This is an optimization exercise on Yosys and OpenROAD, whose aim is small area, a short achievable clock period and few clock cycles per item, not a production implementation.
In this exercise RTL edits were held to simulation tests only and were not proved equivalent to the original.

==> run C <==
// matrix_exponential_taylor
module matrix_exponential_taylor #(
    parameter int DIM = 3
) (
    input  wire logic               clk,
    input  wire logic               rst_n,
    input  wire logic               in_valid,
    output logic                    in_stall,
    input  wire logic signed [31:0] elem_value,
    output logic                    out_valid,
    input  wire logic               out_stall,
    output logic signed [31:0]      result_value,
    output logic                    is_last,
    output logic                    saturated,
    input  wire logic               cfg_we,
    input  wire logic [7:0]         cfg_data
);
Settings: LEC_CHECK=0, ABC_AREA=1, CAP_MARGIN=20, CORE_MARGIN=2, CORE_UTILIZATION=40, SETUP_SLACK_MARGIN=4.0, SLEW_MARGIN=20; clock period 10.0 ns.
run.sh (not shown) runs the stock make flow with config.mk's settings and CLKGATE_MAP_FILE= SYNTH_SCRIPT=/design/flow/synth_recipe.tcl, a recipe that flattens the netlist after the stock synthesis.
==> inputs of run M, as changes to run C <==
--- a/flow/design.v
+++ b/flow/design.v
@@ -3164,15 +3164,14 @@
     logic early;
     logic had_slow;    
     logic lt_wide;     
     assign last_round = (k_reg == nt_reg);
     assign fin = !oact_reg && !pipe_busy &&
         ((st_reg == M_DONE) || (st_reg == M_RUN && last_round && all_nar));
-    assign early = !oact_reg && st_reg == M_RUN && last_round && !v1_reg && !dv_reg[0] && a_nar &&
-        !had_slow &&
-        !lt_wide;
+    assign early = !oact_reg && st_reg == M_RUN && last_round && a_nar && !had_slow &&
+        ((nt_reg >= 8'd12) || (!v1_reg && !lt_wide && !(dv_reg[0] && dwf_reg)));
     always_comb
     begin
         issue = 1'b0;
         sl_start = 1'b0;
         if (st_reg == M_RUN && !last_round)
         begin
--- a/flow/config.mk
+++ b/flow/config.mk
@@ -5,9 +5,9 @@
 export SDC_FILE = /design/flow/constraint.sdc
 export NUM_CORES = 4
 export LEC_CHECK = 0
 export ABC_AREA = 1
 export CAP_MARGIN = 20
 export CORE_MARGIN = 2
-export CORE_UTILIZATION = 40
-export SETUP_SLACK_MARGIN = 4.0
+export CORE_UTILIZATION = 50
+export SETUP_SLACK_MARGIN = 5.0
 export SLEW_MARGIN = 20
==> results.json <==
{
  "synthTopCellsByCount": "nand2_1, inv_1, edfxtp_1",
  "multi_input_gates": 9990,
  "multi_input_area_sq_mm": 0.06489,
  "status": "finished clean",
  "met1_usage_pct": 39.47
}
[end of results for run C]
==> results.json <==
{
  "post_drt_wl_per_cell_microns": 29.33,
  "cp_data_arrival_time_ns": 5.90,
  "drive_above_1_share_pct": 19.94,
  "multi_input_gates": 10046,
  "met1_usage_pct": 53.43,
  "status": "finished clean",
  "synthTopCellsByCount": "nand2_1, inv_1, edfxtp_1"
}
[end of results for run M]
Testbench counts of run C, summed over its fixed seeds: cycles 11,628, matrices 96.
Testbench counts of run M, summed over its fixed seeds: cycles 11,464, matrices 96.

* * *

==> cedar <==
matrix_exponential_taylor with an RTL version that a note above also has.
==> flow/design.v (excerpt) <==
module matrix_exponential_taylor #(
    parameter int DIM = 3
) (
    input  wire logic               clk,
    input  wire logic               rst_n,
    input  wire logic               in_valid,
    output logic                    in_stall,
    input  wire logic signed [31:0] elem_value,
    output logic                    out_valid,
    input  wire logic               out_stall,
    output logic signed [31:0]      result_value,
    output logic                    is_last,
    output logic                    saturated,
    input  wire logic               cfg_we,
    input  wire logic [7:0]         cfg_data
);
make LEC_CHECK=0 ABC_AREA=1 CAP_MARGIN=20 CORE_MARGIN=2 CORE_UTILIZATION=50 SETUP_SLACK_MARGIN=4.5 SLEW_MARGIN=20 finish   # period 10.0 ns
==> indigo: changes against cedar <==
--- a/flow/config.mk
+++ b/flow/config.mk
@@ -8,6 +8,6 @@
 export ABC_AREA = 1
 export CAP_MARGIN = 20
 export CORE_MARGIN = 2
-export CORE_UTILIZATION = 50
-export SETUP_SLACK_MARGIN = 4.5
+export CORE_UTILIZATION = 40
+export SETUP_SLACK_MARGIN = 5.0
 export SLEW_MARGIN = 20
==> notes <==
In cedar the utilization is higher than in indigo, by 8.0 points.
In indigo the clock-buffer cell count is higher than in cedar, by 17.
Of cedar and indigo, cedar has the higher global-route usage (gap 7.4 points).
In indigo the sequential share of layout area is lower than in cedar, by 2.3 points.
Testbench counts of cedar, summed over its fixed seeds: cycles 11,464, matrices 96.
Testbench counts of indigo, summed over its fixed seeds: cycles 11,464, matrices 96.

-- port drivers added, routing unchanged --
How much do the figures lean on ideal ports? The routed layouts below were timed once more, with nothing changed but the port constraints.
Step 1, drivers: a clkbuf_16 drives clk and a buf_2 each remaining input, both assumed.
Step 2 also shifts input and output timing later by t, the mid clock arrival at the registers, as if the neighbouring blocks saw the same clock.
Slacks: ideal / step 1 / step 2; pairs: ideal / step 1.
run | t, ns | slack for setup (ns) | worst setup path after step 2
run C | 1.003 | 4.096 / 4.096 / 4.077 | input to register
run M | 0.947 | 4.708 / 4.708 / 4.225 | input to register
cedar | 0.950 | 4.540 / 4.540 / 3.810 | input to register
indigo | 1.009 | 4.794 / 4.794 / 4.260 | input to register
After both steps setup and hold are still met in every run listed. For cedar, which loses most, drivers alone change the setup slack by 0.000 ns; drivers and shift together by -0.730 ns.
